This is an optimization exercise on Yosys and OpenROAD, whose aim is small area, a short achievable clock period and few clock cycles per item, not a production implementation. Where RTL was checked, it was by simulation tests only, not by an equivalence proof against the original.

Design valu_seq, start of the top module:
module valu_seq
#(
  parameter int vdw_p    = 32,
  parameter int op_len_p = 2,
  parameter int vlen_p   = 16,
  parameter int vregs_p  = 8
) (
  input  logic                         clk_i,
  input  logic                         reset_n_i,
  input  logic                         cmd_v_i,
  output logic                         cmd_ready_o,
  input  logic [op_len_p-1:0]          cmd_op_i,
  input  logic [$clog2(vlen_p+1)-1:0]  cmd_len_i,
  input  logic [$clog2(vregs_p)-1:0]   cmd_vd_i,
  input  logic [$clog2(vregs_p)-1:0]   cmd_vs1_i,
  input  logic [$clog2(vregs_p)-1:0]   cmd_vs2_i,
  output logic                         rd_v_o,
  output logic [$clog2(vregs_p)-1:0]   rd_reg_a_o,
  output logic [$clog2(vregs_p)-1:0]   rd_reg_b_o,
  output logic [$clog2(vlen_p)-1:0]    rd_el_o,
  input  logic [vdw_p-1:0]             rd_a_i,
  input  logic [vdw_p-1:0]             rd_b_i,
  output logic                         wr_v_o,
  output logic [$clog2(vregs_p)-1:0]   wr_reg_o,
  output logic [$clog2(vlen_p)-1:0]    wr_el_o,
  output logic [vdw_p-1:0]             wr_data_o,
  output logic                         done_o,
  output logic                         flag_overflow_o,
  output logic                         flag_zero_o,
  output logic                         flag_negative_o
);
Size in the first run: ~1,600 cells after synthesis, about 210 flip-flops, about 0.016 mm² of cells after synthesis.
clock: 11.5 ns
lec_check: 0
cap_margin: 20
core_margin: 2
core_utilization: 45
slew_margin: 20
standard.sh (not shown) runs the stock make flow with config.mk's settings and CLKGATE_MAP_FILE= SYNTH_SCRIPT=/design/flow/synth_recipe.tcl, a recipe that flattens the netlist after the stock synthesis.
==> flow/flow/run.sh <==
#!/bin/bash
# The standard layout (standard.sh) with two changes to how it is made:
#  - ORFS's repair_timing is asked for extra setup slack beyond the clock
#    constraint (SETUP_SLACK_MARGIN, ns), so it keeps improving paths that
#    already meet the constraint;
#  - the port buffers that ORFS's buffer_ports puts on every input and
#    output use a plain buffer cell (buf_1) instead of its default choice.
# Constraints, clock period and all steps are the standard flow's.
set -euo pipefail
export SETUP_SLACK_MARGIN=7.7
export BUFFER_PORTS_ARGS="-buffer_cell sky130_fd_sc_hd__buf_1"
bash standard.sh > standard_finish.log 2>&1
Next try:
--- a/flow/flow/run.sh
+++ b/flow/flow/run.sh
@@ -9,3 +9,3 @@
 set -euo pipefail
-export SETUP_SLACK_MARGIN=7.7
+export SETUP_SLACK_MARGIN=8.0
 export BUFFER_PORTS_ARGS="-buffer_cell sky130_fd_sc_hd__buf_1"
Result: Die area does not change. Setup slack improved by 9.6 ps. Global-route usage came out higher by 0.46 points. Via count came out higher by a few percent. Count of clock-buffer cells in the layout does not change. First-iteration DRC count came out higher by a little under a tenth. Wire length came out higher by a few percent.
No run of this note included a check of the RTL's function; only the layout flow was run.


== tundra ==
Another version of the RTL of valu_seq (not shown whole).
Size in the first run: ~1600 cells after synthesis, about 210 flip-flops, roughly 140 I/O pins, ~16000 um2 of cells after synthesis.
==> flow/design.v (excerpt) <==
module valu_seq
#(
  parameter int vdw_p    = 32,
  parameter int op_len_p = 2,
  parameter int vlen_p   = 16,
  parameter int vregs_p  = 8
) (
  input  logic                         clk_i,
  input  logic                         reset_n_i,
  input  logic                         cmd_v_i,
  output logic                         cmd_ready_o,
  input  logic [op_len_p-1:0]          cmd_op_i,
  input  logic [$clog2(vlen_p+1)-1:0]  cmd_len_i,
  input  logic [$clog2(vregs_p)-1:0]   cmd_vd_i,
  input  logic [$clog2(vregs_p)-1:0]   cmd_vs1_i,
  input  logic [$clog2(vregs_p)-1:0]   cmd_vs2_i,
  output logic                         rd_v_o,
  output logic [$clog2(vregs_p)-1:0]   rd_reg_a_o,
  output logic [$clog2(vregs_p)-1:0]   rd_reg_b_o,
  output logic [$clog2(vlen_p)-1:0]    rd_el_o,
  input  logic [vdw_p-1:0]             rd_a_i,
  input  logic [vdw_p-1:0]             rd_b_i,
  output logic                         wr_v_o,
  output logic [$clog2(vregs_p)-1:0]   wr_reg_o,
  output logic [$clog2(vlen_p)-1:0]    wr_el_o,
  output logic [vdw_p-1:0]             wr_data_o,
  output logic                         done_o,
  output logic                         flag_overflow_o,
  output logic                         flag_zero_o,
  output logic                         flag_negative_o
);
export LEC_CHECK = 0
export CAP_MARGIN = 20
export CORE_MARGIN = 2
export CORE_UTILIZATION = 45
export SLEW_MARGIN = 20
create_clock -name core_clock -period 11.5 [get_ports {clk_i}]
==> flow/flow/run.sh <==
#!/bin/bash
# The standard layout (standard.sh), with ORFS's repair_timing asked
# for extra setup slack beyond the clock constraint (SETUP_SLACK_MARGIN,
# in ns). Constraints, clock and steps are the standard flow's.
set -euo pipefail
export SETUP_SLACK_MARGIN=8.0
bash standard.sh > standard_finish.log 2>&1
Testbench counts of tundra, summed over its fixed seeds: cycles 8,665, items 5,408.
Setup changes, tundra to garnet
==> flow/flow/run.sh <==
#!/bin/bash
# The standard layout (standard.sh) with two changes to how it is made:
#  - ORFS's repair_timing is asked for extra setup slack beyond the clock
#    constraint (SETUP_SLACK_MARGIN, ns), so it keeps improving paths that
#    already meet the constraint;
#  - the port buffers that ORFS's buffer_ports puts on every input and
#    output use a plain buffer cell (buf_2) instead of its default choice.
# Constraints, clock period and all steps are the standard flow's.
set -euo pipefail
export SETUP_SLACK_MARGIN=8.0
export BUFFER_PORTS_ARGS="-buffer_cell sky130_fd_sc_hd__buf_2"
bash standard.sh > standard_finish.log 2>&1
[summary]
Per the comparison of garnet with tundra, post-cts gate resize count has decreased; core utilization has decreased; antenna diode instance count has decreased. The fmax of garnet was inferior to that of tundra. Re buffer share of cell area: garnet is 2.5 points down on tundra. garnet reports its startpoint of the most critical setup path as one_q[0]$_DFF_P_ while tundra reports x_hinit$_DFF_P_.
The inputs of sierra differ from those of garnet as listed below.
Settings: an added TNS_END_PERCENT of 3.
diff --git a/flow/flow/run.sh b/flow/flow/run.sh
--- a/flow/flow/run.sh
+++ b/flow/flow/run.sh
@@ -5,8 +5,8 @@
 #    already meet the constraint;
 #  - the port buffers that ORFS's buffer_ports puts on every input and
-#    output use a plain buffer cell (buf_2) instead of its default choice.
+#    output use a plain buffer cell (buf_1) instead of its default choice.
 # Constraints, clock period and all steps are the standard flow's.
 set -euo pipefail
 export SETUP_SLACK_MARGIN=8.0
-export BUFFER_PORTS_ARGS="-buffer_cell sky130_fd_sc_hd__buf_2"
+export BUFFER_PORTS_ARGS="-buffer_cell sky130_fd_sc_hd__buf_1"
 bash standard.sh > standard_finish.log 2>&1
Findings:
- Compare garnet and sierra | met1 layer wirelength in the final routing higher: garnet
- Going from garnet to sierra, sequential cell count held steady; total number of vias shrank by 2.3%.
- Relative to garnet, count of non-CTS buffers in the layout has gone down in sierra.
- On final-layout worst hold slack, sierra tracks garnet almost exactly.
- The more densely filled core belongs to garnet, not sierra.
Input changes introduced in zinc (baseline for comparison: sierra):
diff --git a/flow/flow/run.sh b/flow/flow/run.sh
--- a/flow/flow/run.sh
+++ b/flow/flow/run.sh
@@ -8,5 +8,5 @@
 # Constraints, clock period and all steps are the standard flow's.
 set -euo pipefail
-export SETUP_SLACK_MARGIN=8.0
+export SETUP_SLACK_MARGIN=9.0
 export BUFFER_PORTS_ARGS="-buffer_cell sky130_fd_sc_hd__buf_1"
 bash standard.sh > standard_finish.log 2>&1
### Flow results
- Most common library cell in the layout ignoring fill and taps: sky130_fd_sc_hd__inv_1 -> zinc, sky130_fd_sc_hd__dfxtp_1 -> sierra
- Maximum single-stage delay on the critical path: zinc vs sierra, no meaningful difference
- Total setup violations reported at the end of the flow came out exactly the same in sierra and zinc.
- The sequential share of layout area reported for zinc is smaller than that of sierra by 0.34 points.
- Vias: zinc more than sierra
--- input diff zinc..cedar ---
Settings: changing CORE_UTILIZATION from 45 to 60; removing TNS_END_PERCENT (formerly 3).
diff --git a/flow/flow/run.sh b/flow/flow/run.sh
--- a/flow/flow/run.sh
+++ b/flow/flow/run.sh
@@ -8,5 +8,5 @@
 # Constraints, clock period and all steps are the standard flow's.
 set -euo pipefail
-export SETUP_SLACK_MARGIN=9.0
+export SETUP_SLACK_MARGIN=8.0
 export BUFFER_PORTS_ARGS="-buffer_cell sky130_fd_sc_hd__buf_1"
 bash standard.sh > standard_finish.log 2>&1
Results
| final worst-path cycle share | lower: zinc |
Of the two candidates, zinc has the better top achievable clock speed and cedar the worse one.
Against zinc, cedar comes in 0.026 ns higher on final critical delay including setup and external delays.
Sort zinc and cedar by combined buffer and inverter count along the critical path, descending, and zinc comes first.
Summary of cedar over zinc: number of distinct standard cells referenced by the synthesized netlist ~0 delta; effective utilization at floorplan +16 points; register-to-register slack -0.03 ns; storage element area ~0 delta.
zinc → cedar: detailed-route via count picked up an extra about 3.2%, clock network area share neither gained nor lost much.

re-timing with driven ports:
No port has a modelled driver above. Below, the same layouts with a new extraction and two added sets of constraints. Step 1: set_driving_cell puts a clkbuf_16 on clk_i and a buf_2 on each other input, an assumption about the parent block. Step 2, shift: input delay + t, output delay - t, t = (earliest + latest rising clock arrival at the registers) / 2. This alone moves slack from input paths to output paths. Three values: ideal, step 1, step 2; two values: the first two.
run | t (ns) | setup slack, ns | hold slack, ns
the first run of note 1 | 0.577 | 7.463 / 7.463 / 7.463 | 0.323 / 0.323 / 0.323
the second run of note 1 | 0.577 | 7.472 / 7.472 / 7.472 | 0.320 / 0.320 / 0.320
tundra | 0.595 | 7.819 / 7.819 / 7.533 | 0.322 / 0.322 / 0.322
garnet | 0.573 | 7.772 / 7.772 / 7.734 | 0.326 / 0.326 / 0.326
sierra | 0.570 | 7.734 / 7.734 / 7.538 | 0.324 / 0.324 / 0.324
zinc | 0.580 | 7.794 / 7.794 / 7.507 | 0.325 / 0.325 / 0.325
cedar | 0.572 | 7.768 / 7.768 / 7.611 | 0.326 / 0.326 / 0.326
After both steps every run listed still meets setup and hold. The setup slack of zinc, which loses most, moves by 0.000 ns with the drivers and by -0.287 ns with both steps.
